This is an optimization exercise on Yosys and OpenROAD, whose aim is small area, a short achievable clock period and few clock cycles per item, not a production implementation. In this exercise RTL edits were held to simulation tests only and were not proved equivalent to the original.

`flow/run.sh`:
```
#!/bin/bash
# synth_recipe.tcl (not shown) runs the flow's synth.tcl, then flattens the netlist and writes it again
# the make line also repeats each setting of config.mk as NAME=value (left out here)
make -C /OpenROAD-flow-scripts/flow DESIGN_CONFIG=/design/flow/config.mk WORK_HOME=/design/flow/orfs CLKGATE_MAP_FILE= SYNTH_SCRIPT=/design/flow/synth_recipe.tcl finish
```
`flow/config.mk`:
```
export PLATFORM = sky130hd
export DESIGN_NAME = ifft8_stream
export DESIGN_NICKNAME = ifft8_stream
export VERILOG_FILES = /design/flow/design.v
export SDC_FILE = /design/flow/constraint.sdc
export NUM_CORES = 4
export LEC_CHECK = 0
export CAP_MARGIN = 20
export CORE_MARGIN = 2
export CORE_UTILIZATION = 40
export SLEW_MARGIN = 20
```
`flow/constraint.sdc`:
```
create_clock -name core_clock -period 14.0 [get_ports {clk}]
set_input_delay 2.8000 -clock core_clock [delete_from_list [all_inputs] [get_ports {clk}]]
set_output_delay 2.8000 -clock core_clock [all_outputs]
set_load 0.01 [all_outputs]
```
`flow/design.v`:
```
package fft_pkg;
    localparam int FFT_DW = 16;
    localparam int FFT_TW = 16;
    typedef enum logic [1:0] {LOAD, COMPUTE, UNLOAD} state_t;
    typedef struct packed {
        logic signed [15:0] re;
        logic signed [15:0] im;
    } tw_q14_t;
    function automatic tw_q14_t ifft_twiddle(input logic [1:0] t);
        tw_q14_t w;
        case (t)
            2'd0:    w = {16'sd16384, 16'sd0};
            2'd1:    w = {16'sd11585, 16'sd11585};
            2'd2:    w = {16'sd0, 16'sd16384};
            default: w = {-16'sd11585, 16'sd11585};
        endcase
        ifft_twiddle = w;
    endfunction
    function automatic logic [2:0] bitrev3(input logic [2:0] k);
        bitrev3 = {k[0], k[1], k[2]};
    endfunction
endpackage
module fft_bfly #(
    parameter int DW = 16,
    parameter int TW = 16
) (
    input  logic signed [DW-1:0] a_re,
    input  logic signed [DW-1:0] a_im,
    input  logic signed [DW-1:0] b_re,
    input  logic signed [DW-1:0] b_im,
    input  logic signed [TW-1:0] w_re,
    input  logic signed [TW-1:0] w_im,
    output logic signed [DW-1:0] x_re,
    output logic signed [DW-1:0] x_im,
    output logic signed [DW-1:0] y_re,
    output logic signed [DW-1:0] y_im
);
    localparam int PW = DW + TW + 1;
    localparam int SW = DW + 2;
    localparam logic signed [PW-1:0] RND  = PW'(1) <<< (TW - 3);
    localparam logic signed [SW-1:0] SMAX = SW'(2 ** (DW - 1) - 1);
    localparam logic signed [SW-1:0] SMIN = SW'(-(2 ** (DW - 1)));
    function automatic logic signed [DW-1:0] half_sat(input logic signed [SW-1:0] s);
        logic signed [SW-1:0] h;
        h = s >>> 1;
        if (h > SMAX)      half_sat = DW'(SMAX);
        else if (h < SMIN) half_sat = DW'(SMIN);
        else               half_sat = DW'(h);
    endfunction
    logic signed [PW-1:0] prod_re, prod_im, rnd_re, rnd_im;
    logic signed [SW-1:0] p_re, p_im;
    always_comb begin
        prod_re = PW'(b_re) * PW'(w_re) - PW'(b_im) * PW'(w_im);
        prod_im = PW'(b_re) * PW'(w_im) + PW'(b_im) * PW'(w_re);
        rnd_re  = (prod_re + RND) >>> (TW - 2);
        rnd_im  = (prod_im + RND) >>> (TW - 2);
        p_re    = SW'(rnd_re);
        p_im    = SW'(rnd_im);
        x_re    = half_sat(SW'(a_re) + p_re);
        x_im    = half_sat(SW'(a_im) + p_im);
        y_re    = half_sat(SW'(a_re) - p_re);
        y_im    = half_sat(SW'(a_im) - p_im);
    end
endmodule
module ifft8_stream #(
    parameter int DW = fft_pkg::FFT_DW,
    parameter int TW = fft_pkg::FFT_TW
) (
    input  logic                 clk,
    input  logic                 rst,
    input  logic                 in_valid,
    output logic                 in_ready,
    input  logic signed [DW-1:0] in_re,
    input  logic signed [DW-1:0] in_im,
    output logic                 out_valid,
    input  logic                 out_ready,
    output logic signed [DW-1:0] out_re,
    output logic signed [DW-1:0] out_im,
    output logic                 out_last,
    output logic                 busy
);
    function automatic logic [15:0] hs(input logic [17:0] s);
        if (s[17] != s[16]) hs = s[17] ? 16'h8000 : 16'h7fff;
        else                hs = s[16:1];
    endfunction
    function automatic logic [63:0] csa(input logic [31:0] a, input logic [31:0] b,
                                        input logic [31:0] c);
        csa = {a ^ b ^ c, ((a & b) | (a & c) | (b & c)) << 1};
    endfunction
    function automatic logic [16:0] kmul(input logic [17:0] v);
        logic [31:0] x, s1, c1, s2, c2, s3, c3, s4, c4, s5, c5, t;
        x = {{14{v[17]}}, v};
        {s1, c1} = csa(x << 13, x << 11, x << 10);
        {s2, c2} = csa(x << 8, x << 6, x);
        {s3, c3} = csa(s1, c1, s2);
        {s4, c4} = csa(s3, c3, c2);
        {s5, c5} = csa(s4, c4, 32'd8192);
        t = s5 + c5;
        kmul = t[30:14];
    endfunction
    logic [31:0] inq;
    logic        v_q, in_ready_q, busy_q;
    logic [31:0] d0, d1, d2, d3;       
    logic [2:0]  fp;                   
    logic [2:0]  r;                    
    logic [32:0] p0;                   
    logic        pv0;
    logic [31:0] e0, e1;
    logic        te0, te1;             
    logic [2:0]  pos1;
    logic [31:0] p1;
    logic        pv1;
    logic [2:0]  posP;
    logic [17:0] pu;
    logic [16:0] pv;
    logic        pmul, pP;
    logic [16:0] mu, mv;
    logic        pM;
    logic [31:0] g;
    logic        tg;
    logic [2:0]  pos2;
    logic [31:0] sr0, sr1, sr2;
    logic        sv0, sv1, sv2, sl0, sl1, sl2;
    logic [2:0]  pos3;
    logic [32:0] oreg, skid;
    logic        ovalid, skid_valid;
    logic fill, step, consume, drain, blk1, blk2, go1, go2;
    assign fill    = ~fp[2];
    assign step    = ~skid_valid;
    assign consume = step & v_q;
    assign drain   = step & ~v_q & fill & (r != 3'd0);
    assign blk1    = pos1[1] & ~pv0;
    assign blk2    = pos2[0] & ~pM;
    assign go1     = step & ~blk1;
    assign go2     = step & ~blk2;
    logic [16:0] s0_sr, s0_si, s0_dr, s0_di, nrot;
    logic [32:0] s0_out;
    logic        s0_rot;
    always_comb begin
        s0_sr = {d3[31], d3[31:16]} + {inq[31], inq[31:16]};
        s0_si = {d3[15], d3[15:0]}  + {inq[15], inq[15:0]};
        s0_dr = {d3[31], d3[31:16]} - {inq[31], inq[31:16]};
        s0_di = {d3[15], d3[15:0]}  - {inq[15], inq[15:0]};
        s0_rot = (r == 3'd1) | (r == 3'd2);
        nrot   = 17'd0 - {d3[15], d3[15:0]};
        if (!fill)       s0_out = {s0_sr[16], s0_sr[16:1], s0_si[16:1]};
        else if (s0_rot) s0_out = {nrot, d3[31:16]};
        else             s0_out = {d3[31], d3};
    end
    logic [17:0] s1_sr, s1_dr;
    logic [16:0] s1_si, s1_di;
    logic [31:0] s1x, s1y;
    always_comb begin
        s1_sr = {{2{e1[31]}}, e1[31:16]} + {p0[32], p0[32:16]};
        s1_dr = {{2{e1[31]}}, e1[31:16]} - {p0[32], p0[32:16]};
        s1_si = {e1[15], e1[15:0]} + {p0[15], p0[15:0]};
        s1_di = {e1[15], e1[15:0]} - {p0[15], p0[15:0]};
        s1x = {s1_sr[16:1], s1_si[16:1]};
        s1y = {s1_dr[16:1], s1_di[16:1]};
    end
    logic        b_w, t1, t2, t3;
    logic [17:0] re18, im18, ua, ub;
    logic [1:0]  uc;
    logic [16:0] re17, im17, va, vb;
    always_comb begin
        b_w  = posP[0];
        t2   = b_w & ~posP[2] & posP[1];
        t1   = b_w & posP[2] & ~posP[1];
        t3   = b_w & posP[2] & posP[1];
        re18 = {{2{p1[31]}}, p1[31:16]};
        im18 = {{2{p1[15]}}, p1[15:0]};
        re17 = {p1[31], p1[31:16]};
        im17 = {p1[15], p1[15:0]};
        ua   = t3 ? ~re18 : (t2 ? 18'd0 : re18);
        ub   = (t1 | t2 | t3) ? ~im18 : 18'd0;
        uc   = t3 ? 2'd2 : ((t1 | t2) ? 2'd1 : 2'd0);
        va   = t2 | t1 | t3 ? re17 : im17;
        vb   = t1 ? im17 : (t3 ? ~im17 : 17'd0);
    end
    logic [17:0] s2_sr, s2_dr, s2_si, s2_di;
    logic [31:0] s2x, s2y, w2;
    logic        wv2;
    always_comb begin
        s2_sr = {{2{g[31]}}, g[31:16]} + {mu[16], mu};
        s2_dr = {{2{g[31]}}, g[31:16]} - {mu[16], mu};
        s2_si = {{2{g[15]}}, g[15:0]}  + {mv[16], mv};
        s2_di = {{2{g[15]}}, g[15:0]}  - {mv[16], mv};
        s2x = {hs(s2_sr), hs(s2_si)};
        s2y = {hs(s2_dr), hs(s2_di)};
        w2  = pos2[0] ? s2x : g;
        wv2 = pos2[0] ? pM : tg;
    end
    logic        direct;
    logic [31:0] ow, tw;
    logic        ov, ol, tv, tl, push;
    always_comb begin
        direct = wv2 & ((pos3 == 3'd4) | (pos3 == 3'd6));
        ow = direct ? w2 : sr2;
        ov = direct ? 1'b1 : sv2;
        ol = direct ? 1'b0 : sl2;
        tw = direct ? sr2 : w2;
        tv = direct ? sv2 : wv2;
        tl = direct ? sl2 : (wv2 & (pos3 == 3'd7));
        push = step & ov;
    end
    logic take_ok, accept, v_q_d, skid_valid_d, in_ready_d;
    always_comb begin
        take_ok      = ~ovalid | out_ready;
        accept       = in_valid & in_ready_q;
        v_q_d        = accept | (v_q & ~consume);
        skid_valid_d = take_ok ? 1'b0 : (skid_valid | push);
        in_ready_d   = ~(v_q_d & skid_valid_d);
    end
    always_ff @(posedge clk) begin
        if (accept) inq <= {in_re, in_im};
        if (consume) begin
            d3 <= d2; d2 <= d1; d1 <= d0;
            d0 <= fill ? inq : {s0_dr[16:1], s0_di[16:1]};
        end else if (drain) begin
            if (r >= 3'd2) d3 <= d2;
            if (r >= 3'd3) d2 <= d1;
            if (r >= 3'd4) d1 <= d0;
        end
        if (step) begin
            p0   <= s0_out;
            p1   <= pos1[1] ? s1x : e1;
            pu   <= ua + ub + {16'd0, uc};
            pv   <= va + vb + {16'd0, t3};
            pmul <= t1 | t3;
            mu   <= pmul ? kmul(pu) : pu[16:0];
            mv   <= pmul ? kmul({pv[16], pv}) : pv;
            sr2 <= sr1; sr1 <= sr0; sr0 <= tw;
        end
        if (go1 & (pv0 | te0)) e1 <= e0;
        if (go1 & pv0) e0 <= pos1[1] ? s1y : p0[31:0];
        if (go2 & pM) g <= pos2[0] ? s2y : {mu[15:0], mv[15:0]};
        if (take_ok) oreg <= skid_valid ? skid : {ol, ow};
        else if (push) skid <= {ol, ow};
    end
    always_ff @(posedge clk or posedge rst) begin
        if (rst) begin
            v_q <= 1'b0; in_ready_q <= 1'b1; busy_q <= 1'b0;
            fp <= '0; r <= '0; pv0 <= 1'b0;
            te0 <= 1'b0; te1 <= 1'b0; pos1 <= '0; pv1 <= 1'b0;
            posP <= '0; pP <= 1'b0; pM <= 1'b0;
            tg <= 1'b0; pos2 <= '0;
            sv0 <= 1'b0; sv1 <= 1'b0; sv2 <= 1'b0;
            sl0 <= 1'b0; sl1 <= 1'b0; sl2 <= 1'b0;
            pos3 <= '0;
            ovalid <= 1'b0; skid_valid <= 1'b0;
        end else begin
            v_q        <= v_q_d;
            in_ready_q <= in_ready_d;
            busy_q     <= ~in_ready_d;
            skid_valid <= skid_valid_d;
            if (take_ok) ovalid <= skid_valid | push;
            if (consume) begin
                fp <= fp + 3'd1;
                if (fp == 3'd7)          r <= 3'd4;
                else if (r != 3'd0)      r <= r - 3'd1;
            end else if (drain) begin
                r <= r - 3'd1;
            end
            if (step) begin
                pv0  <= fill ? (r != 3'd0) : v_q;
                pv1  <= pos1[1] ? pv0 : te1;
                pP   <= pv1;
                if (pv1) posP <= posP + 3'd1;
                pM   <= pP;
                sv2 <= sv1; sv1 <= sv0; sv0 <= tv;
                sl2 <= sl1; sl1 <= sl0; sl0 <= tl;
                if (wv2) pos3 <= pos3 + 3'd1;
            end
            if (go1) begin
                te1 <= te0;
                te0 <= pv0 & pos1[1];
                if (pv0) pos1 <= pos1 + 3'd1;
            end
            if (go2) begin
                tg <= pM & pos2[0];
                if (pM) pos2 <= pos2 + 3'd1;
            end
        end
    end
    assign in_ready  = in_ready_q;
    assign busy      = busy_q;
    assign out_valid = ovalid;
    assign out_last  = oreg[32];
    assign out_re    = oreg[31:16];
    assign out_im    = oreg[15:0];
endmodule
```
==> summary.txt, run 1 <==
Routing
  – M1 wire length: 40780 um
  – DR vias/cell: about 5.3
  – Antenna viol nets, final: 0
  – 1st-iter DRT viols: 1665
  – Met2 Wirelength: 41230 um
  – Drt wl/cell: around 17 um
  – Drt total wl: ~87000 um
  – Met3 Wirelength: 2687 um
  – DRC violations left: 0
  – Top sig layer: met4
  – 1st-pass router iterations: 6
  – Detailed-route via count: 26170

STA
  – Skew final: between 0.03 and 0.04 ns
  – Final WS setup: just under 9 ns
  – Worst-margin pin slew: 1.011 ns
  – Fmax: 0.1869 GHz
  – RSZ-0062 raised after global routing: false
  – Setup tns final: 0 ns
  – Setup violations, final: 0
  – Slew margin rel.: approximately a third
  – Max-slew violation count: 0
  – Fin crit share: a little under two fifths
  – Fin. Hold Viols: 0
  – Final min period: 5.350 ns

Logic synthesis
  – Post-synthesis simple-gate area fraction: 10.55%
  – Post-synth top cells: edfxtp_1 (553), ha_1 (352), nor2_1 (315), inv_1 (314), a21oi_1 (272)
  – Flops & latches, synth: 586
  – YS warnings: 1
  – Largest family of logic cells by synthesized area: adder cells
  – Yosys cell types: 89
  – Top post-synthesis cells by area: edfxtp_1 (42%), ha_1 (11%), fa_1 (6.8%), xnor2_1 (4.1%), a21oi_1 (3.5%)
  – Sequential cell area fraction in the yosys report: 44.60%
  – Syn_nets: 4161
  – Syn avg cell area: 10.74 sq um
  – Post-synth EDFFs: about 550
  – Synth Area in XOR/XNOR: under 10%
  – Share of the synthesized area in the top cell type: 42.48%
  – Synth area leader: edfxtp_1
  – Most common cell in the netlist: edfxtp_1
  – Adder-Cell Fraction of Synth Area: between 10% and 20%
  – Synth Area in Compound Gates: 13.64%
  – Post-synthesis mux area share: 2.708%
  – Mapped cell area: 39090 sq um
  – Asr flop ratio synth: 5.631%
  – Top_reg_cell synth: edfxtp_1
  – Syn Inst Count: 3640

Floorplan
  – Die Area: 100200 sq um
  – Effective utilization at floorplan: 40.42%
  – Die span in x: 316.6 um
  – Num ports: roughly 70
  – Die height: approximately 320 um
  – Core ar.: 96710 sq um
  – Cell Rows: about 110

Flow run
  – Maxcap violations: 0

Global route
  – First-pass GRT wire length: 140300 um
  – Gr ovfl total: 0
  – Pin count of the biggest net entering global routing: 91
  – Initial antenna violation count: 0
  – GR Util All Layers: 17.43%
  – Vias in the first global route: 25680

Worst setup path
  – CP max FO: 21
  – Worst Setup End Kind: flip-flop
  – CP max stage cell: edfxtp_1
  – Arrival @ worst endpoint: 5.72 ns
  – CP delay by family, top: adder cells
  – WP data required: 14.37 ns
  – Worst setup SP type: flip-flop
  – WP buf/inv: 2
  – Kind of critical path: flip-flop to flip-flop
  – Worst path max stage delay: 0.90 ns
  – Crit-path cells: fa_1 > fa_1 > inv_1 > fa_1 > inv_1 > ha_1 > ha_1 > o21ai_0 > o31a_1 > o21a_1 > o22ai_1 > o221a_2 > a21oi_1 > o21ba_2 > xnor2_1 > mux2_2
  – Crit-path most repeated cell: fa_1

Cells and area
  – Antenna diodes: 0
  – Design Area, Final: 43360 sq um
  – Share of cells above drive strength 1: 6.688%
  – Finished Layout Cells: around 5000
  – FF+latch area: 17440 sq um
  – Fillers: 9065
  – Nets: around 4200
  – Syn-to-layout area delta: 10.92%
  – Footprint of the multi-input gates: 19940 sq um

Clock network
  – Post-CTS Setup Bufs: 0
  – Cts hold-fix bufs: 0
  – Clock buffer depth: 3
  – CTS Buf Count: 67
  – Clock-pin slew of the registers on the worst-case setup and hold paths: 0.07 ns
  – Clk sinks: 586
  – Clock latency (worst-skew pair): 0.64 ns
  – CTS root buffer: clkbuf_16
  – Resized Gates After CTS: 0
  – H-tree Lvls: 3
  – CTS tree: yes

Hold path
  – Hold WC Path Type: flip-flop to flip-flop

Placement
  – Placed Cells: 4864
  – Area after DPL: 41080 sq um
  – Post-DP HPWL: 63380 um
  – Buffers on Ports: 71
  – Place WS: around 8.7 ns
  – Routability Congestion: 0.8538

Outcome
  – Status: no timing/DRC/antenna violations
stage by stage:
step | util (%) | hold WS, ns
after floorplan | - | 0.4003
after CTS | 44.84 | 0.4088
after global routing | 44.84 | 0.4176
after detailed placement | 42.48 | 0.4045
final | 44.84 | 0.4042
after global placement | 42.48 | 0.4004
routing by layer:
metal / vias to the layer above / global-route usage (%)
li1: 13010 / -
met1: 12630 / 23.60
met2: 398 / 29.28
met3: 123 / 2.479
met4: 0 / 4.642
met5: - / 0
placed cells by master (no fill, tap or decap), types with 11 or more instances in the layout:
cell type / netlist / routed
fa_1: 133 / 133
dfrtp_1: 32 / 28
nand2_1: 251 / 251
o21ai_0: 181 / 177
o211ai_1: 13 / 13
clkinv_1: 3 / 11
o21bai_1: 33 / 33
o22ai_1: 23 / 23
edfxtp_1: 553 / 553
or2_2: 15 / 15
a211oi_1: 46 / 46
inv_1: 314 / 312
ha_1: 352 / 352
a31oi_1: 37 / 37
nor3b_1: 11 / 11
mux2i_1: 45 / 45
clkdlybuf4s50_1: 0 / 71
a21o_1: 41 / 41
xnor2_1: 182 / 182
nand3_1: 46 / 46
or3_1: 39 / 39
buf_4: 2 / 25
o31ai_1: 37 / 37
nor2_1: 315 / 313
nand2b_1: 25 / 24
o21a_1: 25 / 25
xor2_1: 77 / 77
o21ai_1: 19 / 18
nor2b_1: 42 / 40
clkbuf_16: 0 / 69
nor3_1: 81 / 80
a21oi_1: 272 / 271
nor4_1: 11 / 11
mux2_2: 54 / 54
and3_1: 26 / 26
final cells by class:
cell class / instances / share of cell area (%)
repair buffers: 96 / 2.072
clock inverters: 36 / 1.033
well taps: 1276 / 3.682
clock buffers: 84 / 4.228
inverters: 317 / 2.762
multi-input cells: 2589 / 45.99
flip-flops and latches: 586 / 40.23
sequential cells by signal, summed over array words and instances, names as in the netlist, 17 cells and up:
register  count
d3           32
e0           32
d1           32
d0           32
d2           32
pv           17
p1           32
sr2          32
mu           17
p0           33
mv           17
e1           32
pu           18
g            32
oreg         33
inq          32
sr0          32
sr1          32
skid         33
logic make-up after synthesis:
kind of cell,Yosys count
simple gates,902
xor+xnor,259
buf+inv,465
compound gates,844
flops,586
fa+ha+maj,485
mux,99
worst paths after layout:
check	start	end	slack, ns	cells past startpoint
min in group asynchronous	rst	fp[1]	2.57	3
worst min register to register	d0[4]	d1[4]	0.40	0
worst min-delay path	d0[4]	d1[4]	0.40	0
max in group asynchronous	rst	pos1[1]	11.05	3
worst max register to register	pv[16]	mv[14]	8.65	16
worst max-delay path	pv[16]	mv[14]	8.65	16
Testbench counts, summed over its fixed seeds: cycles 4,224, frames 512.
==> inputs of run 2 (changes only) <==
--- a/flow/design.v
+++ b/flow/design.v
@@ -87,14 +87,14 @@
                                         input logic [31:0] c);
         csa = {a ^ b ^ c, ((a & b) | (a & c) | (b & c)) << 1};
     endfunction
-    function automatic logic [16:0] kmul(input logic [17:0] v);
+    function automatic logic [16:0] kmul(input logic [17:0] v, input logic [31:0] k);
         logic [31:0] x, s1, c1, s2, c2, s3, c3, s4, c4, s5, c5, t;
         x = {{14{v[17]}}, v};
         {s1, c1} = csa(x << 13, x << 11, x << 10);
         {s2, c2} = csa(x << 8, x << 6, x);
         {s3, c3} = csa(s1, c1, s2);
         {s4, c4} = csa(s3, c3, c2);
-        {s5, c5} = csa(s4, c4, 32'd8192);
+        {s5, c5} = csa(s4, c4, k);
         t = s5 + c5;
         kmul = t[30:14];
     endfunction
@@ -113,7 +113,7 @@
     logic [2:0]  posP;
     logic [17:0] pu;
     logic [16:0] pv;
-    logic        pmul, pP;
+    logic        pmul, pt3, pP;
     logic [16:0] mu, mv;
     logic        pM;
     logic [31:0] g;
@@ -127,6 +127,8 @@
     logic fill, step, consume, drain, blk1, blk2, go1, go2;
     assign fill    = ~fp[2];
     assign step    = ~skid_valid;
+    assign inq     = {in_re, in_im};
+    assign v_q     = in_valid;
     assign consume = step & v_q;
     assign drain   = step & ~v_q & fill & (r != 3'd0);
     assign blk1    = pos1[1] & ~pv0;
@@ -160,8 +162,9 @@
     end
     logic        b_w, t1, t2, t3;
     logic [17:0] re18, im18, ua, ub;
-    logic [1:0]  uc;
     logic [16:0] re17, im17, va, vb;
+    logic [18:0] usum;
+    logic [17:0] vsum;
     always_comb begin
         b_w  = posP[0];
         t2   = b_w & ~posP[2] & posP[1];
@@ -173,9 +176,10 @@
         im17 = {p1[15], p1[15:0]};
         ua   = t3 ? ~re18 : (t2 ? 18'd0 : re18);
         ub   = (t1 | t2 | t3) ? ~im18 : 18'd0;
-        uc   = t3 ? 2'd2 : ((t1 | t2) ? 2'd1 : 2'd0);
         va   = t2 | t1 | t3 ? re17 : im17;
         vb   = t1 ? im17 : (t3 ? ~im17 : 17'd0);
+        usum = {ua, 1'b1} + {ub, t1 | t2 | t3};
+        vsum = {va, 1'b1} + {vb, t3};
     end
     logic [17:0] s2_sr, s2_dr, s2_si, s2_di;
     logic [31:0] s2x, s2y, w2;
@@ -203,16 +207,12 @@
         tl = direct ? sl2 : (wv2 & (pos3 == 3'd7));
         push = step & ov;
     end
-    logic take_ok, accept, v_q_d, skid_valid_d, in_ready_d;
+    logic take_ok, skid_valid_d;
     always_comb begin
         take_ok      = ~ovalid | out_ready;
-        accept       = in_valid & in_ready_q;
-        v_q_d        = accept | (v_q & ~consume);
         skid_valid_d = take_ok ? 1'b0 : (skid_valid | push);
-        in_ready_d   = ~(v_q_d & skid_valid_d);
     end
     always_ff @(posedge clk) begin
-        if (accept) inq <= {in_re, in_im};
         if (consume) begin
             d3 <= d2; d2 <= d1; d1 <= d0;
             d0 <= fill ? inq : {s0_dr[16:1], s0_di[16:1]};
@@ -224,11 +224,12 @@
         if (step) begin
             p0   <= s0_out;
             p1   <= pos1[1] ? s1x : e1;
-            pu   <= ua + ub + {16'd0, uc};
-            pv   <= va + vb + {16'd0, t3};
+            pu   <= usum[18:1];
+            pv   <= vsum[17:1];
             pmul <= t1 | t3;
-            mu   <= pmul ? kmul(pu) : pu[16:0];
-            mv   <= pmul ? kmul({pv[16], pv}) : pv;
+            pt3  <= t3;
+            mu   <= pmul ? kmul(pu, pt3 ? 32'd19777 : 32'd8192) : pu[16:0];
+            mv   <= pmul ? kmul({pv[16], pv}, 32'd8192) : pv;
             sr2 <= sr1; sr1 <= sr0; sr0 <= tw;
         end
         if (go1 & (pv0 | te0)) e1 <= e0;
@@ -239,7 +240,7 @@
     end
     always_ff @(posedge clk or posedge rst) begin
         if (rst) begin
-            v_q <= 1'b0; in_ready_q <= 1'b1; busy_q <= 1'b0;
+            in_ready_q <= 1'b1; busy_q <= 1'b0;
             fp <= '0; r <= '0; pv0 <= 1'b0;
             te0 <= 1'b0; te1 <= 1'b0; pos1 <= '0; pv1 <= 1'b0;
             posP <= '0; pP <= 1'b0; pM <= 1'b0;
@@ -249,9 +250,8 @@
             pos3 <= '0;
             ovalid <= 1'b0; skid_valid <= 1'b0;
         end else begin
-            v_q        <= v_q_d;
-            in_ready_q <= in_ready_d;
-            busy_q     <= ~in_ready_d;
+            in_ready_q <= ~skid_valid_d;
+            busy_q     <= skid_valid_d;
             skid_valid <= skid_valid_d;
             if (take_ok) ovalid <= skid_valid | push;
             if (consume) begin
==> summary.txt, run 2 <==
STA
  – Hold WS: 0.4079 ns (+0.003698 ns)
  – Skew final: 0.02242 ns (-0.01131 ns)
  – Fin crit share: 39.96% (+1.7 points)
  – Max-slew violation count: 0 (unchanged)
  – Slew margin rel.: 25.88% (-5.8 points)
  – Fmax: 0.1788 GHz (-4.4%)
  – Final min period: 5.594 ns (+0.2445 ns)
  – Fin. Hold Viols: 0 (unchanged)
  – Setup violations, final: 0 (unchanged)
  – RSZ-0062 raised after global routing: false
  – Final WS setup: 8.406 ns (-0.2445 ns)
  – Setup tns final: 0 ns (unchanged)
  – Worst-margin pin slew: 1.108 ns (+0.09719 ns)

Logic synthesis
  – Flops & latches, synth: 553 (-5.6%)
  – Yosys cell types: 98 (+10%)
  – Top post-synthesis cells by area: edfxtp_1 (41%), ha_1 (11%), fa_1 (7.1%), xnor2_1 (3.9%), a21oi_1 (3.5%)
  – Most common cell in the netlist: edfxtp_1
  – Synth Area in Compound Gates: 14.63% (+0.98 points)
  – Post-synthesis mux area share: 2.859% (+0.15 points)
  – Synth Area in XOR/XNOR: 5.609% (-0.19 points)
  – Adder-Cell Fraction of Synth Area: 18.18% (+0.11 points)
  – Sequential cell area fraction in the yosys report: 43.01% (-1.6 points)
  – Mapped cell area: 38260 sq um (-2.1%)
  – Syn_nets: 4137 (-0.58%)
  – Share of the synthesized area in the top cell type: 40.97% (-1.5 points)
  – Syn Inst Count: 3626 (-0.38%)
  – Synth area leader: edfxtp_1
  – Top_reg_cell synth: edfxtp_1
  – Syn avg cell area: 10.55 sq um (-1.8%)
  – Asr flop ratio synth: 5.606% (-0.026 points)
  – Post-synth EDFFs: 522 (-5.6%)
  – Largest family of logic cells by synthesized area: adder cells
  – YS warnings: 1 (unchanged)
  – Post-synth top cells: edfxtp_1 (522), ha_1 (340), inv_1 (331), nor2_1 (309), a21oi_1 (269)
  – Post-synthesis simple-gate area fraction: 10.87% (+0.32 points)

Floorplan
  – Die Area: 98130 sq um (-2.1%)
  – Cell Rows: 113 (-0.88%)
  – Core ar.: 94870 sq um (-1.9%)
  – Effective utilization at floorplan: 40.32% (-0.097 points)
  – Die height: 313.3 um (-1.1%)
  – Die span in x: 313.3 um (-1.1%)
  – Num ports: 72 (unchanged)

Cells and area
  – FF+latch area: 16460 sq um (-5.6%)
  – Footprint of the multi-input gates: 20030 sq um (+0.45%)
  – Largest regs: oreg (33), p0 (33), skid (33)
  – Antenna diodes: 0 (unchanged)
  – Post-layout util: 44.48% (-0.35 points)
  – Nets: 4140 (-0.91%)
  – Most frequent cells in the layout: edfxtp_1 (522), ha_1 (340), inv_1 (329)
  – Share of cells above drive strength 1: 6.989% (+0.30 points)
  – Most common cell after layout, fill and taps aside: edfxtp_1
  – Syn-to-layout area delta: 10.32%
  – Fillers: 8909 (-1.7%)

Worst setup path
  – Crit-path cells: inv_1 > fa_1 > o21ba_2 > nand3b_1 > a31oi_1 > o21ai_1 > o21ba_2 > o21bai_2 > a21oi_1 > o21bai_1 > xnor2_1 > ha_1 > nand3_1 > o211ai_1 > a21boi_0 > o21ai_0
  – CP max FO: 15 (-29%)
  – Kind of critical path: flip-flop to flip-flop
  – Arrival @ worst endpoint: 5.94 ns (+0.22 ns)
  – CP max stage cell: a21boi_0
  – Worst path max stage delay: 0.86 ns (-0.04 ns)
  – Worst setup SP type: flip-flop
  – Worst Setup End Kind: flip-flop
  – Crit-path most repeated cell: o21ba_2
  – WP data required: 14.34 ns (-0.03 ns)

Clock network
  – CTS root buffer: clkbuf_16
  – Post-CTS Setup Bufs: 0 (unchanged)
  – Clock buffer depth: 3 (unchanged)
  – Cts hold-fix bufs: 0 (unchanged)
  – CTS tree: yes
  – CTS Buf Count: 58 (-13%)
  – Clock-pin slew of the registers on the worst-case setup and hold paths: 0.07 ns (about the same)
  – Clk sinks: 553 (-5.6%)
  – H-tree Lvls: 2 (-1)
  – Clock latency (worst-skew pair): 0.65 ns (about the same)
  – Resized Gates After CTS: 0 (unchanged)

Routing
  – DRC violations left: 0 (unchanged)
  – Drt wl/cell: 17.36 um (-0.39%)
  – Detailed-route via count: 26030 (-0.51%)
  – Antenna viol nets, final: 0 (unchanged)
  – DR vias/cell: 5.268 (+0.33%)
  – 1st-pass router iterations: 5 (-1)
  – 1st-iter DRT viols: 1665 (unchanged)
  – Drt total wl: 85790 um (-1.2%)

Placement
  – Buffers on Ports: 71 (unchanged)
  – Routability Congestion: 0.8694 (+1.8%)
  – Post-DP HPWL: 62470 um (-1.4%)
  – Place WS: 7.977 ns (-0.6842 ns)

Hold path
  – Hold WC Path Type: flip-flop to flip-flop

Global route
  – Vias in the first global route: 25580 (-0.39%)
  – GR Util All Layers: 17.44% (about the same)
  – Initial antenna violation count: 0 (unchanged)
  – Pin count of the biggest net entering global routing: 85 (-6.6%)
  – First-pass GRT wire length: 138900 um (-1.0%)
  – Gr ovfl total: 0 (unchanged)

Outcome
  – Status: no timing/DRC/antenna violations

Flow run
  – Maxcap violations: 0 (unchanged)
run 2: kinds of logic (layout without fill, tap and decap cells):
kind of cell | count (synthesis) | count (layout)
xor+xnor | 245 | 245
compound gates | 875 | 875
fa+ha+maj | 475 | 475
buf+inv | 486 | 537
mux | 101 | 101
flops | 553 | 553
simple gates | 891 | 891
run 2: final cells by class:
cell class              instances  share of cell area [%]
multi-input cells            2587                   47.47
flip-flops and latches        553                   39.01
clock buffers                  79                   3.967
well taps                    1265                   3.750
inverters                     333                   2.980
repair buffers                 96                   2.129
clock inverters                29                  0.6967
run 2: metrics by stage:
| stage | instances | cell area [sq um] |
|---|---|---|
| after floorplan | 3626 | 38260 |
| after global placement | 4834 | 40230 |
| after detailed placement | 4834 | 40230 |
| after CTS | 4942 | 42200 |
| after global routing | 4942 | 42200 |
| final | 4942 | 42200 |
run 2: metal layers:
layer  routed length (um)  track usage [%]
met1                39320            23.43
met4                 2207            4.763
met2                41410            29.79
met5                    0                0
met3                 2848            2.031
run 2: path summary, 6_finish.rpt:
check / startpoint / endpoint / slack (ns) / cells past startpoint
worst max-delay path: mu[1] / skid[17] / 8.41 / 16
worst min-delay path: e0[16] / e1[16] / 0.41 / 0
worst max register to register: mu[1] / skid[17] / 8.41 / 16
worst min register to register: e0[16] / e1[16] / 0.41 / 0
max in group asynchronous: rst / pos1[1] / 11.11 / 3
min in group asynchronous: rst / sl2 / 2.55 / 3
run 2: worst max-delay path: cells and delay by family, from the launching register on:
kind            cells  cell delay [ns]
compound gates     10             2.84
fa+ha+maj           2             1.01
simple gates        2             0.80
flops               1             0.41
buf+inv             1             0.12
xor+xnor            1             0.10
Testbench counts of run 2, summed over its fixed seeds: cycles 4,216, frames 512.
==> inputs of run 3 (changes only) <==
--- a/flow/config.mk
+++ b/flow/config.mk
@@ -7,5 +7,5 @@
 export LEC_CHECK = 0
 export CAP_MARGIN = 20
 export CORE_MARGIN = 2
-export CORE_UTILIZATION = 40
+export CORE_UTILIZATION = 60
 export SLEW_MARGIN = 20
==> summary.txt, run 3 <==
Placement
  – Place WS: 7.902 ns (-0.07416 ns)
  – Post-DP HPWL: 64470 um (+3.2%)
  – Routability Congestion: 0.9081 (+4.5%)
  – Placed Cells: 4414 (-8.7%)
  – Buffers on Ports: 71 (unchanged)

Outcome
  – Status: no timing/DRC/antenna violations

Worst setup path
  – Worst setup SP type: flip-flop
  – Crit-path cells: inv_1 > fa_1 > inv_1 > fa_1 > fa_1 > ha_1 > ha_1 > a21oi_1 > nor2b_1 > o21ai_0 > nand2b_1 > a211o_2 > a211o_4 > and4_2 > or3_1
  – WP buf/inv: 2 (+1)
  – Arrival @ worst endpoint: 5.97 ns (+0.03 ns)
  – Crit-path most repeated cell: fa_1
  – WP data required: 14.36 ns (+0.02 ns)
  – CP delay by family, top: adder cells
  – Worst Setup End Kind: flip-flop
  – CP max FO: 20 (+5)
  – CP max stage cell: edfxtp_1
  – Worst path max stage delay: 0.90 ns (+0.04 ns)
  – Kind of critical path: flip-flop to flip-flop

Routing
  – 1st-pass router iterations: 5 (unchanged)
  – Drt wl/cell: 19.70 um (+13%)
  – Drt total wl: 89190 um (+4.0%)
  – Detailed-route via count: 26900 (+3.3%)
  – DRC violations left: 0 (unchanged)
  – DR vias/cell: 5.940 (+13%)
  – Antenna viol nets, final: 0 (unchanged)
  – 1st-iter DRT viols: 2043 (+23%)

STA
  – Worst-margin pin slew: 1.057 ns (-0.05125 ns)
  – Setup tns final: 0 ns (unchanged)
  – Fin. Hold Viols: 0 (unchanged)
  – Fin crit share: 40.04% (+0.085 points)
  – Fmax: 0.1784 GHz (-0.21%)
  – Final min period: 5.606 ns (+0.01189 ns)
  – Skew final: 0.03379 ns (+0.01138 ns)
  – Final WS setup: 8.394 ns (-0.01189 ns)
  – RSZ-0062 raised after global routing: false
  – Setup violations, final: 0 (unchanged)
  – Slew margin rel.: 29.55% (+3.7 points)
  – Max-slew violation count: 0 (unchanged)

Clock network
  – Post-CTS Setup Bufs: 0 (unchanged)
  – CTS tree: yes
  – Clock latency (worst-skew pair): 0.65 ns (about the same)
  – Cts hold-fix bufs: 0 (unchanged)
  – CTS root buffer: clkbuf_16
  – Resized Gates After CTS: 0 (unchanged)
  – Clock-pin slew of the registers on the worst-case setup and hold paths: 0.06 ns (about the same)
  – Clock buffer depth: 3 (unchanged)
  – CTS Buf Count: 59 (+1.7%)
  – Clk sinks: 553 (unchanged)
  – H-tree Lvls: 2 (unchanged)

Logic synthesis
  – Largest family of logic cells by synthesized area: adder cells
  – Most common cell in the netlist: edfxtp_1
  – Share of the synthesized area in the top cell type: 40.97% (unchanged)
  – Post-synth top cells: edfxtp_1 (522), ha_1 (340), inv_1 (331), nor2_1 (309), a21oi_1 (269)
  – Syn avg cell area: 10.55 sq um (unchanged)
  – Synth area leader: edfxtp_1
  – YS warnings: 1 (unchanged)
  – Asr flop ratio synth: 5.606% (unchanged)
  – Post-synthesis mux area share: 2.859% (unchanged)
  – Flops & latches, synth: 553 (unchanged)
  – Synth Area in Compound Gates: 14.63% (unchanged)
  – Yosys cell types: 98 (unchanged)
  – Post-synthesis simple-gate area fraction: 10.87% (unchanged)
  – Post-synth EDFFs: 522 (unchanged)
  – Mapped cell area: 38260 sq um (unchanged)
  – Syn Inst Count: 3626 (unchanged)
  – Syn_nets: 4137 (unchanged)
  – Sequential cell area fraction in the yosys report: 43.01% (unchanged)
  – Top post-synthesis cells by area: edfxtp_1 (41%), ha_1 (11%), fa_1 (7.1%), xnor2_1 (3.9%), a21oi_1 (3.5%)
  – Top_reg_cell synth: edfxtp_1
  – Synth Area in XOR/XNOR: 5.609% (unchanged)
  – Adder-Cell Fraction of Synth Area: 18.18% (unchanged)

Cells and area
  – Finished Layout Cells: 4528 (-8.4%)
  – Syn-to-layout area delta: 9.187%
  – Share of cells above drive strength 1: 6.873% (-0.12 points)
  – Most frequent cells in the layout: edfxtp_1 (522), ha_1 (340), inv_1 (330)
  – Largest regs: oreg (33), p0 (33), skid (33)
  – Most common cell after layout, fill and taps aside: edfxtp_1
  – Post-layout util: 66.22% (+22 points)
  – Nets: 4141 (+0.024%)

Global route
  – GR Util All Layers: 27.24% (+9.8 points)
  – First-pass GRT wire length: 144200 um (+3.8%)
  – Initial antenna violation count: 4 (+4)
  – Gr ovfl total: 0 (unchanged)
  – Pin count of the biggest net entering global routing: 119 (+40%)
  – Vias in the first global route: 27190 (+6.3%)

Floorplan
  – Die height: 256.5 um (-18%)
  – Effective utilization at floorplan: 60.65% (+20 points)
  – Num ports: 72 (unchanged)
  – Cell Rows: 92 (-19%)
  – Die span in x: 256.5 um (-18%)
  – Die Area: 65790 sq um (-33%)
  – Core ar.: 63080 sq um (-34%)

Hold path
  – Hold WC Path Type: flip-flop to flip-flop

Flow run
  – Maxcap violations: 0 (unchanged)
==> run 3: logic make-up (layout without fill, tap and decap cells) <==
group | count (synthesis) | count (layout)
other | 0 | 1
and+or+nand+nor | 891 | 891
xor gates and xnor gates | 245 | 245
DFF | 553 | 553
buffers and inverters | 486 | 541
adders and majority gates | 475 | 475
muxes | 101 | 101
AOI/OAI and AO/OA | 875 | 875
==> run 3: worst paths after layout <==
| check | start | to | slack, ns | cells after the start |
|---|---|---|---|---|
| min reg2reg | d2[25] | d3[25] | 0.40 | 0 |
| min | d2[25] | d3[25] | 0.40 | 0 |
| max | pu[17] | mu[16] | 8.39 | 15 |
| max in group asynchronous | rst | pos1[1] | 11.08 | 3 |
| min in group asynchronous | rst | sl0 | 2.56 | 3 |
| max reg2reg | pu[17] | mu[16] | 8.39 | 15 |
==> run 3: cell type report <==
cell class              instances  area, sq um
inverters                     333         1257
clock buffers                  71         1543
diodes                          1        2.502
well taps                     846         1059
flip-flops and latches        553        16460
repair buffers                 96        918.4
clock inverters                41        514.2
fillers                      4963        21310
multi-input cells            2587        20020
==> run 3: per-stage QoR <==
stage / area [sq um] / hold slack [ns]
after floorplan: 38260 / 0.4003
final: 41770 / 0.3963
after global routing: 41770 / 0.3963
after detailed placement: 39680 / 0.4045
after CTS: 41740 / 0.3941
after global placement: 39670 / 0.4004
==> run 3: metal layers <==
metal | routed length (um) | vias up | track usage, %
met5 | 41 | - | 0
met4 | 3344 | 6 | 9.851
met3 | 3545 | 184 | 2.985
met2 | 45130 | 636 | 48.61
met1 | 37130 | 13160 | 34.32
li1 | - | 12910 | -
==> run 3: worst reg2reg max path, delay by kind of cell (launching register included) <==
family                     cells  cell delay (ns)
adders and majority gates      5             2.28
AOI/OAI and AO/OA              4             1.03
and+or+nand+nor                4             0.71
buffers and inverters          2             0.42
DFF                            1             0.90
==> inputs of run 4 (changes only) <==
--- a/flow/design.v
+++ b/flow/design.v
@@ -87,15 +87,16 @@
                                         input logic [31:0] c);
         csa = {a ^ b ^ c, ((a & b) | (a & c) | (b & c)) << 1};
     endfunction
-    function automatic logic [16:0] kmul(input logic [17:0] v, input logic [31:0] k);
-        logic [31:0] x, s1, c1, s2, c2, s3, c3, s4, c4, s5, c5, t;
-        x = {{14{v[17]}}, v};
-        {s1, c1} = csa(x << 13, x << 11, x << 10);
-        {s2, c2} = csa(x << 8, x << 6, x);
+    function automatic logic [16:0] kmul(input logic [17:0] v, input logic k8191);
+        logic [31:0] x, t13, t6, s1, c1, s2, c2, s3, c3, s4, c4, t;
+        x   = {{14{v[17]}}, v};
+        t13 = (x << 13) | 32'h1fff;
+        t6  = (x << 6) | {31'd0, ~k8191};
+        {s1, c1} = csa(t13, x << 11, x << 10);
+        {s2, c2} = csa(x << 8, t6, x);
         {s3, c3} = csa(s1, c1, s2);
         {s4, c4} = csa(s3, c3, c2);
-        {s5, c5} = csa(s4, c4, k);
-        t = s5 + c5;
+        t = s4 + c4;
         kmul = t[30:14];
     endfunction
     logic [31:0] inq;
@@ -111,14 +112,17 @@
     logic [31:0] p1;
     logic        pv1;
     logic [2:0]  posP;
-    logic [17:0] pu;
-    logic [16:0] pv;
-    logic        pmul, pt3, pP;
-    logic [16:0] mu, mv;
-    logic        pM;
+    logic [16:0] pu, pv;
+    logic        pmul, pP;
+    logic [17:0] xop;                  
+    logic        xk;                   
+    logic [16:0] qu, qv, mu, mv;
+    logic        qmul, pQ, pM;
     logic [31:0] g;
     logic        tg;
     logic [2:0]  pos2;
+    logic [31:0] wq;
+    logic        wvq;
     logic [31:0] sr0, sr1, sr2;
     logic        sv0, sv1, sv2, sl0, sl1, sl2;
     logic [2:0]  pos3;
@@ -127,8 +131,6 @@
     logic fill, step, consume, drain, blk1, blk2, go1, go2;
     assign fill    = ~fp[2];
     assign step    = ~skid_valid;
-    assign inq     = {in_re, in_im};
-    assign v_q     = in_valid;
     assign consume = step & v_q;
     assign drain   = step & ~v_q & fill & (r != 3'd0);
     assign blk1    = pos1[1] & ~pv0;
@@ -160,37 +162,40 @@
         s1x = {s1_sr[16:1], s1_si[16:1]};
         s1y = {s1_dr[16:1], s1_di[16:1]};
     end
-    logic        b_w, t1, t2, t3;
-    logic [17:0] re18, im18, ua, ub;
-    logic [16:0] re17, im17, va, vb;
-    logic [18:0] usum;
-    logic [17:0] vsum;
-    always_comb begin
-        b_w  = posP[0];
-        t2   = b_w & ~posP[2] & posP[1];
-        t1   = b_w & posP[2] & ~posP[1];
-        t3   = b_w & posP[2] & posP[1];
-        re18 = {{2{p1[31]}}, p1[31:16]};
-        im18 = {{2{p1[15]}}, p1[15:0]};
+    logic        t1, t2, t3, n_mul;
+    logic [16:0] re17, im17, ua, ub, va, vb;
+    logic [17:0] usum, vsum;
+    always_comb begin
+        t2   = posP[0] & ~posP[2] & posP[1];
+        t1   = posP[0] & posP[2] & ~posP[1];
+        t3   = posP[0] & posP[2] & posP[1];
+        n_mul = pv1 & (t1 | t3);
         re17 = {p1[31], p1[31:16]};
         im17 = {p1[15], p1[15:0]};
-        ua   = t3 ? ~re18 : (t2 ? 18'd0 : re18);
-        ub   = (t1 | t2 | t3) ? ~im18 : 18'd0;
-        va   = t2 | t1 | t3 ? re17 : im17;
+        ua   = t2 ? 17'd0 : re17;
+        ub   = t1 ? ~im17 : ((t2 | t3) ? im17 : 17'd0);
+        va   = (t1 | t2 | t3) ? re17 : im17;
         vb   = t1 ? im17 : (t3 ? ~im17 : 17'd0);
-        usum = {ua, 1'b1} + {ub, t1 | t2 | t3};
+        usum = {ua, 1'b1} + {ub, t1};
         vsum = {va, 1'b1} + {vb, t3};
     end
+    logic [16:0] kprod;
+    always_comb kprod = kmul(xop, xk);
+    logic        swp;
     logic [17:0] s2_sr, s2_dr, s2_si, s2_di;
+    logic [15:0] h_sr, h_dr;
     logic [31:0] s2x, s2y, w2;
     logic        wv2;
     always_comb begin
+        swp   = pos2[1];
         s2_sr = {{2{g[31]}}, g[31:16]} + {mu[16], mu};
         s2_dr = {{2{g[31]}}, g[31:16]} - {mu[16], mu};
         s2_si = {{2{g[15]}}, g[15:0]}  + {mv[16], mv};
         s2_di = {{2{g[15]}}, g[15:0]}  - {mv[16], mv};
-        s2x = {hs(s2_sr), hs(s2_si)};
-        s2y = {hs(s2_dr), hs(s2_di)};
+        h_sr  = hs(s2_sr);
+        h_dr  = hs(s2_dr);
+        s2x = {swp ? h_dr : h_sr, hs(s2_si)};
+        s2y = {swp ? h_sr : h_dr, hs(s2_di)};
         w2  = pos2[0] ? s2x : g;
         wv2 = pos2[0] ? pM : tg;
     end
@@ -198,21 +203,24 @@
     logic [31:0] ow, tw;
     logic        ov, ol, tv, tl, push;
     always_comb begin
-        direct = wv2 & ((pos3 == 3'd4) | (pos3 == 3'd6));
-        ow = direct ? w2 : sr2;
+        direct = wvq & ((pos3 == 3'd4) | (pos3 == 3'd6));
+        ow = direct ? wq : sr2;
         ov = direct ? 1'b1 : sv2;
         ol = direct ? 1'b0 : sl2;
-        tw = direct ? sr2 : w2;
-        tv = direct ? sv2 : wv2;
-        tl = direct ? sl2 : (wv2 & (pos3 == 3'd7));
+        tw = direct ? sr2 : wq;
+        tv = direct ? sv2 : wvq;
+        tl = direct ? sl2 : (wvq & (pos3 == 3'd7));
         push = step & ov;
     end
-    logic take_ok, skid_valid_d;
+    logic take_ok, accept, v_q_d, skid_valid_d;
     always_comb begin
         take_ok      = ~ovalid | out_ready;
+        accept       = in_valid & in_ready_q;
+        v_q_d        = accept | (v_q & ~consume);
         skid_valid_d = take_ok ? 1'b0 : (skid_valid | push);
     end
     always_ff @(posedge clk) begin
+        if (accept) inq <= {in_re, in_im};
         if (consume) begin
             d3 <= d2; d2 <= d1; d1 <= d0;
             d0 <= fill ? inq : {s0_dr[16:1], s0_di[16:1]};
@@ -224,12 +232,17 @@
         if (step) begin
             p0   <= s0_out;
             p1   <= pos1[1] ? s1x : e1;
-            pu   <= usum[18:1];
+            pu   <= usum[17:1];
             pv   <= vsum[17:1];
-            pmul <= t1 | t3;
-            pt3  <= t3;
-            mu   <= pmul ? kmul(pu, pt3 ? 32'd19777 : 32'd8192) : pu[16:0];
-            mv   <= pmul ? kmul({pv[16], pv}, 32'd8192) : pv;
+            pmul <= n_mul;
+            xop  <= n_mul ? {usum[17], usum[17:1]} : {pv[16], pv};
+            xk   <= n_mul & t3;
+            qu   <= pmul ? kprod : pu;
+            qv   <= pv;
+            qmul <= pmul;
+            mu   <= qu;
+            mv   <= qmul ? kprod : qv;
+            wq   <= w2;
             sr2 <= sr1; sr1 <= sr0; sr0 <= tw;
         end
         if (go1 & (pv0 | te0)) e1 <= e0;
@@ -240,18 +253,19 @@
     end
     always_ff @(posedge clk or posedge rst) begin
         if (rst) begin
-            in_ready_q <= 1'b1; busy_q <= 1'b0;
+            v_q <= 1'b0; in_ready_q <= 1'b1; busy_q <= 1'b0;
             fp <= '0; r <= '0; pv0 <= 1'b0;
             te0 <= 1'b0; te1 <= 1'b0; pos1 <= '0; pv1 <= 1'b0;
-            posP <= '0; pP <= 1'b0; pM <= 1'b0;
-            tg <= 1'b0; pos2 <= '0;
+            posP <= '0; pP <= 1'b0; pQ <= 1'b0; pM <= 1'b0;
+            tg <= 1'b0; pos2 <= '0; wvq <= 1'b0;
             sv0 <= 1'b0; sv1 <= 1'b0; sv2 <= 1'b0;
             sl0 <= 1'b0; sl1 <= 1'b0; sl2 <= 1'b0;
             pos3 <= '0;
             ovalid <= 1'b0; skid_valid <= 1'b0;
         end else begin
-            in_ready_q <= ~skid_valid_d;
-            busy_q     <= skid_valid_d;
+            v_q        <= v_q_d;
+            in_ready_q <= ~(v_q_d & skid_valid_d);
+            busy_q     <= v_q_d & skid_valid_d;
             skid_valid <= skid_valid_d;
             if (take_ok) ovalid <= skid_valid | push;
             if (consume) begin
@@ -266,10 +280,12 @@
                 pv1  <= pos1[1] ? pv0 : te1;
                 pP   <= pv1;
                 if (pv1) posP <= posP + 3'd1;
-                pM   <= pP;
+                pQ   <= pP;
+                pM   <= pQ;
+                wvq  <= wv2;
                 sv2 <= sv1; sv1 <= sv0; sv0 <= tv;
                 sl2 <= sl1; sl1 <= sl0; sl0 <= tl;
-                if (wv2) pos3 <= pos3 + 3'd1;
+                if (wvq) pos3 <= pos3 + 3'd1;
             end
             if (go1) begin
                 te1 <= te0;
==> flow/flow/run.sh (new file) <==
#!/bin/bash
# The standard layout, with timing repair aiming 9 ns beyond the required setup slack.
bash standard.sh SETUP_SLACK_MARGIN=9 finish > standard.log 2>&1
==> flow/standard.sh (new file) <==
#!/bin/bash
# synth_recipe.tcl (not shown) runs the flow's synth.tcl, then flattens the netlist and writes it again
# the make line also repeats each setting of config.mk as NAME=value (left out here)
make -C /OpenROAD-flow-scripts/flow DESIGN_CONFIG=/design/flow/config.mk WORK_HOME=/design/flow/orfs CLKGATE_MAP_FILE= SYNTH_SCRIPT=/design/flow/synth_recipe.tcl "${@:-finish}"
--- a/flow/config.mk
+++ b/flow/config.mk
@@ -7,5 +7,5 @@
 export LEC_CHECK = 0
 export CAP_MARGIN = 20
 export CORE_MARGIN = 2
-export CORE_UTILIZATION = 60
+export CORE_UTILIZATION = 40
 export SLEW_MARGIN = 20
removed: flow/run.sh
==> summary.txt, run 4 <==
Clock network
  – H-tree Lvls: 3 (+1)
  – CTS tree: yes
  – Cts hold-fix bufs: 0 (unchanged)
  – CTS Buf Count: 74 (+25%)
  – Clock latency (worst-skew pair): 0.63 ns (-0.02 ns)
  – CTS root buffer: clkbuf_16
  – Clk sinks: 673 (+22%)
  – Clock buffer depth: 3 (unchanged)
  – Clock-pin slew of the registers on the worst-case setup and hold paths: 0.07 ns (about the same)

Worst setup path
  – Arrival @ worst endpoint: 5.04 ns (-0.93 ns)
  – Worst setup SP type: flip-flop
  – Worst reg2reg endpoint: qu[14]
  – CP max FO: 7 (-65%)
  – Worst path max stage delay: 0.53 ns (-0.37 ns)
  – RR Startpoint: xop[0]
  – Crit-path most repeated cell: fa_1
  – Worst Setup End Kind: flip-flop
  – FF-to-FF path depth: 14 (-1)
  – CP delay by family, top: adder cells
  – WP data required: 14.36 ns (about the same)
  – WP buf/inv: 1 (-1)
  – Kind of critical path: flip-flop to flip-flop
  – CP max stage cell: edfxtp_1
  – Crit-path cells: buf_4 > fa_1 > fa_1 > fa_1 > ha_1 > a21o_1 > nor4_2 > a21oi_2 > a31oi_4 > o21ai_2 > a311oi_4 > o21ai_0 > xor2_1 > mux2_2
  – Worst R2R Setup Slack: 9.32 ns (+0.93 ns)

Floorplan
  – Effective utilization at floorplan: 40.41% (-20 points)
  – Die Area: 100400 sq um (+53%)
  – Core ar.: 96850 sq um (+54%)
  – Num ports: 72 (unchanged)
  – Cell Rows: 114 (+24%)
  – Die height: 316.8 um (+24%)
  – Die span in x: 316.8 um (+24%)

Cells and area
  – Nets: 3842 (-7.2%)
  – Most frequent cells in the layout: edfxtp_1 (637), ha_1 (276), inv_1 (270)
  – Share of cells above drive strength 1: 11.23% (+4.4 points)
  – Antenna diodes: 0 (-1)
  – Syn-to-layout area delta: 12.36%
  – Largest regs: oreg (33), p0 (33), skid (33)
  – Design Area, Final: 43970 sq um (+5.3%)
  – Most common cell after layout, fill and taps aside: edfxtp_1
  – Fillers: 8814 (+78%)

STA
  – Slew margin rel.: 22.94% (-6.6 points)
  – Max-slew violation count: 0 (unchanged)
  – Skew final: 0.02014 ns (-0.01366 ns)
  – Final min period: 4.680 ns (-0.9266 ns)
  – Worst-margin pin slew: 1.156 ns (+0.09922 ns)
  – Fmax: 0.2137 GHz (+20%)
  – Final WS setup: 9.320 ns (+0.9266 ns)
  – Fin. Hold Viols: 0 (unchanged)
  – Setup violations, final: 0 (unchanged)
  – Setup tns final: 0 ns (unchanged)
  – RSZ-0062 raised after global routing: false
  – Fin crit share: 33.43% (-6.6 points)
  – Hold WS: 0.4041 ns (+0.007734 ns)

Placement
  – Post-DP HPWL: 61210 um (-5.1%)
  – Routability Congestion: 0.8598 (-5.3%)
  – Area after DPL: 41240 sq um (+3.9%)
  – Buffers on Ports: 71 (unchanged)
  – Place WS: 8.883 ns (+0.9809 ns)

Hold path
  – Hold endpoint: d2[10]
  – Hold depth: 0 (unchanged)
  – Hold WC Path Type: flip-flop to flip-flop
  – Startpoint of the worst hold path: d1[10]

Global route
  – Initial antenna violation count: 0 (-4)
  – Vias in the first global route: 24610 (-9.5%)
  – First-pass GRT wire length: 136900 um (-5.1%)
  – Gr ovfl total: 0 (unchanged)
  – GR Util All Layers: 17.18% (-10 points)
  – Pin count of the biggest net entering global routing: 191 (+61%)

Logic synthesis
  – Syn_nets: 3772 (-8.8%)
  – Sequential cell area fraction in the yosys report: 51.18% (+8.2 points)
  – Asr flop ratio synth: 5.349% (-0.26 points)
  – Flops & latches, synth: 673 (+22%)
  – Synth area leader: edfxtp_1
  – Yosys cell types: 94 (-4.1%)
  – Most common cell in the netlist: edfxtp_1
  – Mapped cell area: 39140 sq um (+2.3%)
  – Syn Inst Count: 3387 (-6.6%)
  – YS warnings: 1 (unchanged)
  – Top_reg_cell synth: edfxtp_1
  – Post-synth EDFFs: 637 (+22%)
  – Share of the synthesized area in the top cell type: 48.87% (+7.9 points)
  – Top post-synthesis cells by area: edfxtp_1 (49%), ha_1 (8.8%), mux2_2 (4.9%), xnor2_1 (3.9%), fa_1 (3.7%)
  – Syn avg cell area: 11.56 sq um (+9.5%)
  – Post-synth top cells: edfxtp_1 (637), ha_1 (276), inv_1 (273), nor2_1 (270), a21oi_1 (239)

Routing
  – DRC violations left: 0 (unchanged)
  – Detailed-route via count: 25000 (-7.1%)
  – Drt total wl: 86710 um (-2.8%)
  – 1st-iter DRT viols: 1851 (-9.4%)
  – Antenna viol nets, final: 0 (unchanged)
  – DR vias/cell: 5.215 (-12%)
  – 1st-pass router iterations: 5 (unchanged)
  – Drt wl/cell: 18.09 um (-8.2%)

Outcome
  – Status: no timing/DRC/antenna violations

Flow run
  – Maxcap violations: 0 (unchanged)
run 4: cell count changes after synthesis, moves of 21 or more:
| cell | change |
|---|---|
| o21ai_0 | -40 |
| nor2b_1 | -21 |
| a31oi_1 | -26 |
| edfxtp_1 | +115 |
| a21oi_1 | -30 |
| and2_1 | +21 |
| ha_1 | -64 |
| inv_1 | -58 |
| fa_1 | -62 |
| mux2_2 | +103 |
| xor2_1 | -23 |
| clkbuf_1 | -27 |
| nor2_1 | -39 |
run 4: cell type report:
type | count | area, sq um | share of cell area (%)
clock buffers | 88 | 1946 | 4.424
clock inverters | 48 | 560.5 | 1.275
inverters | 277 | 1047 | 2.381
multi-input cells | 2313 | 17710 | 40.27
flip-flops and latches | 673 | 20040 | 45.57
well taps | 1276 | 1597 | 3.631
repair buffers | 118 | 1076 | 2.447
run 4: logic make-up after synthesis:
family / synth area share [%]
AOI/OAI and AO/OA: 12.12
xor gates and xnor gates: 5.102
adders and majority gates: 12.56
buffers and inverters: 3.932
DFF: 51.18
muxes: 5.885
and+or+nand+nor: 9.226
run 4: stage by stage:
stage	util [%]	std cells
after global routing	45.40	4793
final	45.40	4793
after floorplan	-	3387
after global placement	42.58	4634
after CTS	45.22	4775
after detailed placement	42.58	4634
run 4: how the worst max path moves through the flow:
| stage | to | depth (start not counted) | startpoint |
|---|---|---|---|
| 3_5_place_dp | qu[14] | 14 | xop[4] |
| 4_1_cts | xop[15] | 16 | posP[0] |
| 6_report | qu[14] | 14 | xop[0] |
| 2_1_floorplan | skid[0] | 2 | out_ready |
| 5_1_grt | qu[14] | 16 | xop[2] |
| 3_3_place_gp | mv[14] | 14 | xop[12] |
run 4: timing repair:
| action | in CTS | in global routing |
|---|---|---|
| gates resized for setup | 1 | 10 |
| setup endpoints to repair | 10 | 49 |
| buffers inserted | 5 | 18 |
| pin swaps | 0 | 1 |
| hold endpoints to repair | 0 | 0 |
| cloned | 0 | 0 |
run 4: per-layer routing:
layer  up-vias  part of all wire [%]  track usage [%]
met3       108                   3.1            2.224
met4         0                   2.2            4.428
met5         -                     0                0
met2       426                    49            29.31
met1     12090                    46            23.12
li1      12370                     -                -
Testbench counts of run 4, summed over its fixed seeds: cycles 4,240, frames 512.
==> inputs of run 5 (changes only) <==
==> flow/run.sh (new file) <==
#!/bin/bash
# synth_recipe.tcl (not shown) runs the flow's synth.tcl, then flattens the netlist and writes it again
# the make line also repeats each setting of config.mk as NAME=value (left out here)
make -C /OpenROAD-flow-scripts/flow DESIGN_CONFIG=/design/flow/config.mk WORK_HOME=/design/flow/orfs CLKGATE_MAP_FILE= SYNTH_SCRIPT=/design/flow/synth_recipe.tcl finish
removed: flow/flow/run.sh
removed: flow/standard.sh
==> summary.txt, run 5 <==
Clock network
  – Clock buffer depth: 3 (unchanged)
  – Clk sinks: 673 (unchanged)
  – Resized Gates After CTS: 0 (-1)
  – Post-CTS Setup Bufs: 0 (-5)
  – Clock-pin slew of the registers on the worst-case setup and hold paths: 0.06 ns (about the same)
  – Cts hold-fix bufs: 0 (unchanged)
  – H-tree Lvls: 3 (unchanged)
  – CTS root buffer: clkbuf_16
  – CTS tree: yes
  – CTS Buf Count: 71 (-4.1%)
  – Clock latency (worst-skew pair): 0.64 ns (about the same)

Worst setup path
  – Worst R2R Setup Slack: 8.89 ns (-0.43 ns)
  – WP data required: 14.37 ns (about the same)
  – Crit-path most repeated cell: fa_1
  – Kind of critical path: flip-flop to flip-flop
  – Stages on worst setup path: 14 (unchanged)
  – Worst Setup SP: xop[12]
  – Worst path max stage delay: 0.58 ns (+0.05 ns)
  – Arrival @ worst endpoint: 5.48 ns (+0.44 ns)
  – Crit-path cells: fa_1 > fa_1 > fa_1 > ha_1 > a211oi_1 > nand2_1 > nor4_1 > a21oi_1 > a31oi_4 > o21ai_2 > a311oi_2 > o21ai_0 > xor2_1 > mux2_2
  – Crit path to: qu[14]
  – CP max stage cell: fa_1
  – Worst Setup End Kind: flip-flop
  – CP max FO: 6 (-1)
  – RR Startpoint: xop[12]
  – CP delay by family, top: adder cells
  – Worst reg2reg endpoint: qu[14]
  – Worst setup SP type: flip-flop
  – WP buf/inv: 0 (-1)
  – FF-to-FF path depth: 14 (unchanged)

Logic synthesis
  – Adder-Cell Fraction of Synth Area: 12.56% (unchanged)
  – Post-synth EDFFs: 637 (unchanged)
  – Post-synthesis simple-gate area fraction: 9.226% (unchanged)
  – Synth area leader: edfxtp_1
  – Syn_nets: 3772 (unchanged)
  – Yosys cell types: 94 (unchanged)
  – Mapped cell area: 39140 sq um (unchanged)
  – Largest family of logic cells by synthesized area: adder cells
  – YS warnings: 1 (unchanged)
  – Syn Inst Count: 3387 (unchanged)
  – Asr flop ratio synth: 5.349% (unchanged)
  – Post-synthesis mux area share: 5.885% (unchanged)
  – Synth Area in Compound Gates: 12.12% (unchanged)
  – Most common cell in the netlist: edfxtp_1
  – Share of the synthesized area in the top cell type: 48.87% (unchanged)
  – Syn avg cell area: 11.56 sq um (unchanged)
  – Synth Area in XOR/XNOR: 5.102% (unchanged)
  – Top_reg_cell synth: edfxtp_1
  – Flops & latches, synth: 673 (unchanged)
  – Post-synth top cells: edfxtp_1 (637), ha_1 (276), inv_1 (273), nor2_1 (270), a21oi_1 (239)
  – Top post-synthesis cells by area: edfxtp_1 (49%), ha_1 (8.8%), mux2_2 (4.9%), xnor2_1 (3.9%), fa_1 (3.7%)
  – Sequential cell area fraction in the yosys report: 51.18% (unchanged)

Cells and area
  – Syn-to-layout area delta: 11.46%
  – Most common cell after layout, fill and taps aside: edfxtp_1
  – Finished Layout Cells: 4763 (-0.63%)
  – Most frequent cells in the layout: edfxtp_1 (637), ha_1 (276), inv_1 (271)
  – Fillers: 8860 (+0.52%)
  – Nets: 3814 (-0.73%)
  – Largest regs: oreg (33), p0 (33), skid (33)
  – Antenna diodes: 0 (unchanged)
  – Share of cells above drive strength 1: 10.12% (-1.1 points)

Placement
  – Routability Congestion: 0.8798 (+2.3%)
  – Buffers on Ports: 71 (unchanged)
  – Place WS: 8.886 ns (+0.002930 ns)
  – Post-DP HPWL: 61240 um (about the same)
  – Placed Cells: 4632 (-0.043%)

Floorplan
  – Core ar.: 96850 sq um (unchanged)
  – Die Area: 100400 sq um (unchanged)
  – Cell Rows: 114 (unchanged)
  – Num ports: 72 (unchanged)
  – Die span in x: 316.8 um (unchanged)
  – Effective utilization at floorplan: 40.41% (unchanged)
  – Die height: 316.8 um (unchanged)

STA
  – Skew final: 0.02695 ns (+0.006814 ns)
  – Max-slew violation count: 0 (unchanged)
  – Final min period: 5.108 ns (+0.4283 ns)
  – Final WS setup: 8.892 ns (-0.4283 ns)
  – Worst-margin pin slew: 1.049 ns (-0.1073 ns)
  – Hold WS: 0.4046 ns (+0.0005650 ns)
  – Setup violations, final: 0 (unchanged)
  – Fin. Hold Viols: 0 (unchanged)
  – Slew margin rel.: 30.09% (+7.2 points)
  – RSZ-0062 raised after global routing: false
  – Fmax: 0.1958 GHz (-8.4%)
  – Fin crit share: 36.48% (+3.1 points)
  – Setup tns final: 0 ns (unchanged)

Global route
  – First-pass GRT wire length: 136600 um (-0.15%)
  – GR Util All Layers: 17.20% (+0.018 points)
  – Pin count of the biggest net entering global routing: 191 (unchanged)
  – Initial antenna violation count: 2 (+2)
  – Vias in the first global route: 24750 (+0.58%)
  – Gr ovfl total: 0 (unchanged)

Routing
  – Antenna viol nets, final: 0 (unchanged)
  – Drt total wl: 86200 um (-0.58%)
  – DR vias/cell: 5.176 (-0.75%)
  – DRC violations left: 0 (unchanged)
  – 1st-iter DRT viols: 1747 (-5.6%)
  – 1st-pass router iterations: 5 (unchanged)
  – Detailed-route via count: 24660 (-1.4%)
  – Drt wl/cell: 18.10 um (about the same)

Hold path
  – Hold WC Path Type: flip-flop to flip-flop

Outcome
  – Status: no timing/DRC/antenna violations

Flow run
  – Maxcap violations: 0 (unchanged)
-- run 5: cell count changes in the layout (fill, tap and decap cells not counted), sizes merged --
cell,change
clkinvlp,-4
buf,-25
bufinv,-1
-- run 5: routing by layer --
metal  up-vias  track usage (%)  share of wire [%]
met4         2            5.081                2.6
met3       128            2.530                3.6
met5         -                0              0.015
li1      12310                -                  -
met2       428            29.40                 49
met1     11780            22.64                 45
-- run 5: logic make-up (layout without fill, tap and decap cells) --
group                      Yosys count  in the layout
muxes                              209            209
AOI/OAI and AO/OA                  741            741
xor gates and xnor gates           228            228
adders and majority gates          349            349
buffers and inverters              401            501
and+or+nand+nor                    786            786
DFF                                673            673
-- run 5: stage by stage --
stage,utilization (%),instance area (sq um)
after floorplan,-,39140
after global placement,42.57,41230
after detailed placement,42.57,41230
after CTS,45.04,43620
after global routing,45.04,43620
final,45.04,43620
-- run 5: how the worst min path moves through the flow --
stage | from | to | slack, ns | cells after the start
4_1_cts | e0[11] | e1[11] | 0.40 | 0
2_1_floorplan | d0[0] | d1[0] | 0.40 | 0
3_5_place_dp | d0[23] | d1[23] | 0.40 | 0
3_3_place_gp | sr0[19] | sr1[19] | 0.40 | 0
5_1_grt | sr0[20] | sr1[20] | 0.41 | 0
6_report | sr0[20] | sr1[20] | 0.40 | 0
-- run 5: final cells by class --
cell class | count | area [sq um] | share of cell area, %
Tap cell | 1276 | 1597 | 3.660
Timing Repair Buffer | 93 | 888.4 | 2.036
Multi-Input combinational cell | 2313 | 17650 | 40.47
Sequential cell | 673 | 20040 | 45.94
Clock buffer | 88 | 1881 | 4.311
Inverter | 277 | 1047 | 2.401
Clock inverter | 43 | 518.0 | 1.187

static timing again, ports no longer ideal:
Ports are ideal in the flow. The routed layouts listed here were re-timed in OpenROAD.
Step 1 (the two cells are an assumption about what drives the block):
set clk [get_ports {clk}]
set_driving_cell -lib_cell sky130_fd_sc_hd__clkbuf_16 $clk
set_driving_cell -lib_cell sky130_fd_sc_hd__buf_2 [delete_from_list [all_inputs] $clk]
Step 2 moves the port delays by t, midway between the first and last clock arrival at a register: inputs arrive t later, outputs are due t later. That takes back most of the time a late clock gives input paths.
Slacks: ideal ports / drivers / drivers and shift; pairs: ideal ports / drivers.
| run | t (ns) | slack for setup (ns) | worst register clock-pin slew, ns |
|---|---|---|---|
| run 1 | 0.689 | 8.650 / 8.650 / 8.650 | 0.07 / 0.07 |
| run 2 | 0.702 | 8.406 / 8.406 / 7.928 | 0.07 / 0.07 |
| run 3 | 0.692 | 8.394 / 8.394 / 7.871 | 0.07 / 0.07 |
| run 4 | 0.684 | 9.320 / 9.320 / 9.320 | 0.07 / 0.07 |
| run 5 | 0.694 | 8.892 / 8.892 / 8.892 | 0.07 / 0.07 |
After both steps setup and hold are still met in every run listed. The setup slack of run 3, which loses most, moves by 0.000 ns with the drivers and by -0.523 ns with both steps.
